Source: an optimization exercise on an open RTL-to-GDS flow (aim: small area, a short achievable clock period and few clock cycles). Production flows keep margins and buffers that such runs may drop. Only simulation tests tie the RTL to the original design; equivalence was not proved. Power is estimated from default activity; no workload was simulated.

[flow/constraint.sdc]
create_clock -name core_clock -period 8.0 [get_ports {clk}]
set_input_delay 1.6000 -clock core_clock [delete_from_list [all_inputs] [get_ports {clk}]]
set_output_delay 1.6000 -clock core_clock [all_outputs]
set_load 0.01 [all_outputs]
[flow/run.sh]
#!/bin/bash
# synth_recipe.tcl (not shown) runs the flow's synth.tcl, then flattens the netlist and writes it again
# the make line also repeats each setting of config.mk as NAME=value (left out here)
make -C /OpenROAD-flow-scripts/flow DESIGN_CONFIG=/design/flow/config.mk WORK_HOME=/design/flow/orfs CLKGATE_MAP_FILE= SYNTH_SCRIPT=/design/flow/synth_recipe.tcl finish
[flow/config.mk]
export PLATFORM = sky130hd
export DESIGN_NAME = act_buffer_sparse
export DESIGN_NICKNAME = act_buffer_sparse
export VERILOG_FILES = /design/flow/design.v
export SDC_FILE = /design/flow/constraint.sdc
export NUM_CORES = 4
export LEC_CHECK = 0
export CAP_MARGIN = 20
export CORE_MARGIN = 2
export CORE_UTILIZATION = 40
export SLEW_MARGIN = 20
export SYNTH_MEMORY_MAX_BITS = 8192
[flow/design.v]
module lsb_index_enc #(
  parameter int NUM_COL   = 16,
  parameter int IDX_WIDTH = $clog2(NUM_COL)
) (
  input  logic [NUM_COL-1:0]   mask,
  output logic [IDX_WIDTH-1:0] index,
  output logic                 any_set,
  output logic [NUM_COL-1:0]   rest
);
  always_comb begin
    index = '0;
    for (int i = NUM_COL - 1; i >= 0; i--) begin
      if (mask[i]) begin
        index = IDX_WIDTH'(i);
      end
    end
  end
  assign any_set = |mask;
  assign rest    = mask & (mask - NUM_COL'(1));
endmodule
module act_buffer_sparse #(
  parameter int DATA_WIDTH = 8,
  parameter int NUM_COL    = 16,
  parameter int DEPTH      = 32,
  parameter int IDX_WIDTH  = $clog2(NUM_COL),
  parameter int ADDR_WIDTH = $clog2(DEPTH)
) (
  input  logic                             clk,
  input  logic                             reset,
  input  logic                             mode,
  input  logic                             wr_valid,
  output logic                             wr_ready,
  input  logic [NUM_COL-1:0]               wr_flag,
  input  logic [NUM_COL*DATA_WIDTH-1:0]    wr_data,
  input  logic                             rd_start,
  output logic                             rd_busy,
  output logic                             out_valid,
  input  logic                             out_ready,
  output logic [IDX_WIDTH-1:0]             out_index,
  output logic [DATA_WIDTH-1:0]            out_serial,
  output logic [NUM_COL*DATA_WIDTH-1:0]    out_parallel,
  output logic [NUM_COL-1:0]               out_flag,
  output logic [IDX_WIDTH:0]               row_nnz,
  output logic                             row_done,
  output logic [ADDR_WIDTH:0]              count,
  output logic                             empty,
  output logic                             full
);
  localparam int ROW_W  = NUM_COL * DATA_WIDTH;
  localparam int WORD_W = ROW_W + NUM_COL;
  localparam logic [ADDR_WIDTH:0] DEPTH_CNT = (ADDR_WIDTH + 1)'(DEPTH);
  localparam logic MODE_SERIAL   = 1'b0;
  localparam logic MODE_PARALLEL = 1'b1;
  localparam logic [2:0] IDLE  = 3'd0;
  localparam logic [2:0] LOAD  = 3'd1;
  localparam logic [2:0] FETCH = 3'd2;
  localparam logic [2:0] SER   = 3'd3;
  localparam logic [2:0] PAR   = 3'd4;
  localparam logic [2:0] DONE  = 3'd5;
  logic [WORD_W-1:0]     mem [DEPTH];
  logic [WORD_W-1:0]     rd_word;
  logic [ADDR_WIDTH-1:0] wr_ptr;
  logic [ADDR_WIDTH-1:0] rd_ptr;
  logic [2:0]            state;
  logic                  mode_q;
  logic [ROW_W-1:0]      row_q;
  logic [NUM_COL-1:0]    mask_q;
  logic [NUM_COL-1:0]    flag_q;
  logic [IDX_WIDTH:0]    nnz_q;
  logic [NUM_COL-1:0]    fetch_flag;
  logic [ROW_W-1:0]      fetch_row;
  logic [IDX_WIDTH:0]    fetch_nnz;
  logic [IDX_WIDTH-1:0]  enc_index;
  logic                  enc_any;
  logic [NUM_COL-1:0]    enc_rest;
  logic                  wr_fire;
  logic                  retire;
  assign full     = (count == DEPTH_CNT);
  assign empty    = (count == '0);
  assign wr_ready = !full;
  assign wr_fire  = wr_valid && wr_ready;
  assign retire   = (state == DONE);
  always_ff @(posedge clk) begin
    if (wr_fire) begin
      mem[wr_ptr] <= {wr_flag, wr_data};
    end
  end
  always_ff @(posedge clk) begin
    if (state == LOAD) begin
      rd_word <= mem[rd_ptr];
    end
  end
  assign fetch_flag = rd_word[ROW_W +: NUM_COL];
  always_comb begin
    fetch_row = '0;
    fetch_nnz = '0;
    for (int c = 0; c < NUM_COL; c++) begin
      if (fetch_flag[c]) begin
        fetch_row[c*DATA_WIDTH +: DATA_WIDTH] = rd_word[c*DATA_WIDTH +: DATA_WIDTH];
        fetch_nnz = fetch_nnz + (IDX_WIDTH + 1)'(1);
      end
    end
  end
  lsb_index_enc #(
    .NUM_COL   (NUM_COL),
    .IDX_WIDTH (IDX_WIDTH)
  ) u_enc (
    .mask    (mask_q),
    .index   (enc_index),
    .any_set (enc_any),
    .rest    (enc_rest)
  );
  always_ff @(posedge clk) begin
    if (reset) begin
      wr_ptr <= '0;
      count  <= '0;
    end else begin
      if (wr_fire) begin
        wr_ptr <= wr_ptr + ADDR_WIDTH'(1);
      end
      if (wr_fire && !retire) begin
        count <= count + (ADDR_WIDTH + 1)'(1);
      end else if (!wr_fire && retire) begin
        count <= count - (ADDR_WIDTH + 1)'(1);
      end
    end
  end
  always_ff @(posedge clk) begin
    if (reset) begin
      state     <= IDLE;
      mode_q    <= MODE_SERIAL;
      rd_ptr    <= '0;
      row_q     <= '0;
      mask_q    <= '0;
      flag_q    <= '0;
      nnz_q     <= '0;
      out_valid <= 1'b0;
      row_done  <= 1'b0;
      rd_busy   <= 1'b0;
    end else begin
      row_done <= 1'b0;
      case (state)
        IDLE: begin
          if (rd_start && !empty) begin
            state   <= LOAD;
            mode_q  <= mode;
            rd_busy <= 1'b1;
          end
        end
        LOAD: begin
          state <= FETCH;
        end
        FETCH: begin
          row_q  <= fetch_row;
          mask_q <= fetch_flag;
          flag_q <= fetch_flag;
          nnz_q  <= fetch_nnz;
          if (mode_q == MODE_PARALLEL) begin
            state     <= PAR;
            out_valid <= 1'b1;
          end else if (fetch_flag == '0) begin
            state    <= DONE;
            row_done <= 1'b1;
          end else begin
            state     <= SER;
            out_valid <= 1'b1;
          end
        end
        SER: begin
          if (out_ready) begin
            mask_q <= enc_rest;
            if (enc_rest == '0) begin
              state     <= DONE;
              out_valid <= 1'b0;
              row_done  <= 1'b1;
            end
          end
        end
        PAR: begin
          if (out_ready) begin
            state     <= DONE;
            out_valid <= 1'b0;
            row_done  <= 1'b1;
          end
        end
        DONE: begin
          state   <= IDLE;
          rd_busy <= 1'b0;
          rd_ptr  <= rd_ptr + ADDR_WIDTH'(1);
          mask_q  <= '0;
          flag_q  <= '0;
          nnz_q   <= '0;
        end
        default: begin
          state <= IDLE;
        end
      endcase
    end
  end
  assign out_index    = (state == SER) ? enc_index : '0;
  assign out_parallel = (state == PAR) ? row_q : '0;
  assign out_flag     = flag_q;
  assign row_nnz      = nnz_q;
  always_comb begin
    out_serial = '0;
    for (int c = 0; c < NUM_COL; c++) begin
      if (state == SER && enc_any && enc_index == IDX_WIDTH'(c)) begin
        out_serial = row_q[c*DATA_WIDTH +: DATA_WIDTH];
      end
    end
  end
endmodule
==> run_results.csv <==
group,metric,value,unit
die,die_w,692,um
sta,fin_skew,92.1,ps
min_path,hold_start,"flag_q[9]",
power_and_ir_drop,p_switching,14.7,mW
cts,clk-insertion-delay-late,1060,ps
cts,clock_tree.buffer_depth,4,
cells_and_area,layout.nets,8961,
setup_path,r2r_cells,42,
synth,synth_enable_flop_cells,4752,
die,floorplan.initialDensity,0.402,
power_and_ir_drop,power.switching_fraction,0.249,
detailed_routing,first_pass_iters,6,
setup_path,arrival,5980,ps
synth,syn-instance-count,8255,
setup_path,crit_path_cell_trace,"nand2b_1 > a21oi_1 > o21ai_0 > a21oi_1 > o21bai_1 > a21oi_1 > o21bai_1 > buf_4 > a21oi_2 > nand2_1 > nor2_1 > a221o_1 > a2111oi_0 > o31ai_1 > clkdlybuf4s50_1",
setup_path,worst-path-stages,15,
synth,synth.yosys.warnings,2,
detailed_routing,drt-met1-wl,221000,um
cells_and_area,post-route-util,0.460,
cells_and_area,final_cell_mix,"sky130_fd_sc_hd__edfxtp_1 (4752), sky130_fd_sc_hd__mux4_2 (1440), sky130_fd_sc_hd__clkbuf_16 (487), sky130_fd_sc_hd__clkdlybuf4s50_1 (289), sky130_fd_sc_hd__nand2_1 (255)",
cts,cts_tree,"yes",
synth,syn_area,189000,um2
setup_path,cp_slowest_stage_delay,930,ps
synth,syn-mean-instance-area,22.9,um2
synth,synth-seq-area-share,0.773,
power_and_ir_drop,power.static_leakage,64.7,nW
die,ioPinCount,323,
setup_path,r2r_path_start,"rd_word[128]",
sta,slew_viol_final,0,
power_and_ir_drop,power,59.1,mW
min_path,hold_path_end,"flag_q[9]",
detailed_routing,routedWlPerCell,35.3,um
detailed_routing,drt_drc_violations_left,0,
min_path,min-delay-path-class,"reg -> reg",
detailed_routing,ant_nets,0,
synth,synthesis.nets,8433,
detailed_routing,detailedRoute.firstIterationViolations,11967,
detailed_routing,dr_wl_met2,256000,um
detailed_routing,met3_wirelength,56100,um
die,design.die.area,479000,um2
grt,grt_pass1_vias,92622,
synth,yosys.area.top_type_share,0.753,
status,status,"finished clean",
grt,global_route.usage.total,0.224,
die,std_cell_rows,252,
setup_path,cp-start-kind,"flip-flop",
sta,slew_headroom,0.234,
sta,worst_pin_slew,1150,ps
setup_path,critical_path.endpoint_type,"output pin",
setup_path,capturing_point_of_the_worst_reg2reg_path,"nnz_q[1]",
power_and_ir_drop,irDropWorstVdd,418,uV
setup_path,criticalPathCategory,"reg -> out",
flow_run,drv_cap,0,
cells_and_area,post_layout_nonfiller_instances,15459,
grt,gr-total-overflow,0,
placed_design,place_congestion,0.884,
detailed_routing,top_signal_layer_used,"met5",
setup_path,crit_top_cell,"sky130_fd_sc_hd__a21oi_1",
grt,initial_antenna_violation_count,99,
setup_path,critPathRequiredTime,6400,ps
synth,synth.area.top_cells,"sky130_fd_sc_hd__edfxtp_1 (75%), sky130_fd_sc_hd__mux4_2 (17%), sky130_fd_sc_hd__dfxtp_1 (2.0%)",
sta,finalCriticalPeriod,7580,ps
synth,synth.distinct_cells,72,
grt,grt_start_max_net_pins,149,
cts,cts_inserted_buffers,479,
placed_design,place_worst_setup_slack,124,ps
sta,finalSetupViolations,0,
placed_design,hpwl,292000,um
cts,cts.reportedPaths.clkPinSlew,60,ps
setup_path,critical_path_buf_inv_count,2,
power_and_ir_drop,pwr-share-clk,0.379,
sta,final-hold-violation-count,0,
synth,ys_seq_elements,4940,
sta,postLayoutSetupSlackWorst,424,ps
cts,tritoncts_num_sinks,4940,
power_and_ir_drop,comb_power_share,0.117,
sta,achievable-frequency,132,MHz
detailed_routing,postRouteWirelength,545000,um
min_path,worst_hold_stages,2,
grt,first_pass_grt_wire_length,752000,um
placed_design,placed_cells_incl_taps,14520,
cts,ctsRootBufferMaster,"sky130_fd_sc_hd__clkbuf_16",
setup_path,slowest_stage,"sky130_fd_sc_hd__o31ai_1",
detailed_routing,vias,93245,
cells_and_area,layout-area-overhead-vs-synth,14.5,%
synth,synth_ff_type,"sky130_fd_sc_hd__edfxtp_1",
placed_design,port_buffers,322,
cells_and_area,drive_gt1_frac,0.282,
setup_path,reg2reg_setup_slack,500,ps
setup_path,cp_top_delay_family,"compound AO/OA/AOI/OAI gates",
power_and_ir_drop,power_density,273,nW/um2
cells_and_area,final_common_cell,"sky130_fd_sc_hd__edfxtp_1",
cts,clock_tree.htree_level_count,5,
die,core_region_area,471000,um2
synth,yosys.area.top_type,"sky130_fd_sc_hd__edfxtp_1",
power_and_ir_drop,p_seq_frac,0.504,
power_and_ir_drop,p_int,44.4,mW
sta,period_share,0.947,
detailed_routing,post_drt_via_cell_ratio,6.03,
cts,postCtsHoldBufs,0,
setup_path,critical_path_peak_fanout,14,
sta,finalHoldWorstSlack,455,ps
die,die_h,692,um
synth,synthArstFlopShare,0,
-- metal layers --
metal  vias to the layer above  track usage
met3                       806       0.0546
met5                         -            0
met1                     51428        0.320
met2                      4752        0.351
met4                        36       0.0490
li1                      36223            -
-- power by group through the flow --
stage | registers (mW) | clock network [mW] | logic, mW
after floorplan | 29.9 | 0 | 4.45
after global placement | 30.3 | 0 | 6.63
after detailed placement | 30.3 | 0 | 6.61
after CTS | 29.8 | 22.8 | 6.64
after global routing | 29.8 | 23.7 | 7.50
final | 29.8 | 22.4 | 6.93
-- flip-flops by register name, summed over array words and instances, names as in the netlist --
| name | count |
|---|---|
| state | 3 |
| rd_busy | 1 |
| nnz_q | 5 |
| rd_word | 144 |
| flag_q | 16 |
| count | 6 |
| out_valid | 1 |
| mask_q | 16 |
| mem | 4608 |
| row_done | 1 |
| mode_q | 1 |
| wr_ptr | 5 |
| row_q | 128 |
| rd_ptr | 5 |
-- kinds of logic after synthesis --
family,synth area share
AOI/OAI and AO/OA,0.0115
xor gates and xnor gates,0.00387
adders and majority gates,0.00205
buffers and inverters,0.00997
DFF,0.773
muxes,0.180
and+or+nand+nor,0.0189
-- cell type report --
| type | instances | area, um2 |
|---|---|---|
| Clock inverter | 305 | 2920 |
| Fill cell | 38379 | 254000 |
| Tap cell | 6223 | 7790 |
| Antenna cell | 38 | 95.1 |
| Inverter | 26 | 97.6 |
| Clock buffer | 591 | 12600 |
| Sequential cell | 4940 | 146000 |
| Timing Repair Buffer | 521 | 5540 |
| Multi-Input combinational cell | 2815 | 41400 |
-- per-stage QoR --
stage	cell area, um2	setup TNS, ps
after floorplan	189000	-3849300
after global placement	201000	-248
after detailed placement	201000	0
after CTS	217000	0
after global routing	217000	-21.5
final	217000	0
-- worst max-delay path by stage --
stage / startpoint / end / slack, ps
finish: mask_q[14] / out_serial[3] / 420
global route: rd_word[128] / nnz_q[1] / -20
CTS: rd_word[129] / nnz_q[1] / 100
detailed placement: rd_word[129] / nnz_q[1] / 120
global placement: rd_word[128] / nnz_q[1] / -170
floorplan: wr_valid / mem[23][0] / -910
-- Yosys cell counts, drive strengths merged (4+ instances only) --
cell type / count
a2111oi: 6
a21o: 6
a21oi: 209
a221oi: 13
a222oi: 5
a22oi: 8
a31oi: 7
a32oi: 4
and2: 6
and3: 132
buf: 123
clkbuf: 351
dfxtp: 188
edfxtp: 4752
ha: 27
inv: 26
mux2: 148
mux2i: 9
mux4: 1440
nand2: 256
nand2b: 8
nand3: 146
nand3b: 5
nand4: 9
nor2: 138
nor3: 22
nor4: 7
o211ai: 6
o21ai: 37
o221a: 4
o221ai: 4
o22ai: 11
o311ai: 5
o31ai: 9
or2: 7
or3: 8
xnor2: 37
xor2: 28
-- repair_timing --
action | in CTS | in global routing
endpoints found under the setup margin | 0 | 4
gates resized for setup | 0 | 16
buffers inserted | 0 | 4
endpoints found under the hold margin | 0 | 0
-- worst register-to-register path, delay by kind of cell, from the launching register on --
family	cells	cell delay (ps)
simple gates	10	1080
compound gates	11	1500
xor+xnor	5	840
fa+ha+maj	9	2630
buf+inv	4	360
flops	1	420
mux	3	570
Testbench counts, summed over its fixed seeds: cycles 32,952.

-- separate check: timing with driven ports --
In the flow no input, the clock included, has a driving cell. The finished layout below was timed again as built, in two steps.
Step 1 sets driving cells, clkbuf_16 on the clock port and buf_2 on the other inputs (assumed; they add their load-dependent delay and slew).
Step 2 also shifts input and output timing later by t, the mid clock arrival at the registers, as if the neighbouring blocks saw the same clock.
Three values: no drivers, after step 1, after step 2; two values: the first two.
t (ns): 1.117
setup slack, ns: 0.424 / 0.321 / 0.500
worst hold slack (ns): 0.455 / 0.455 / 0.455
worst setup path after step 2: register to register
worst slew at a driven data input, ns: 0.30
After both steps setup and hold are still met in this run. For this run, drivers alone change the setup slack by -0.103 ns; drivers and shift together by +0.076 ns.
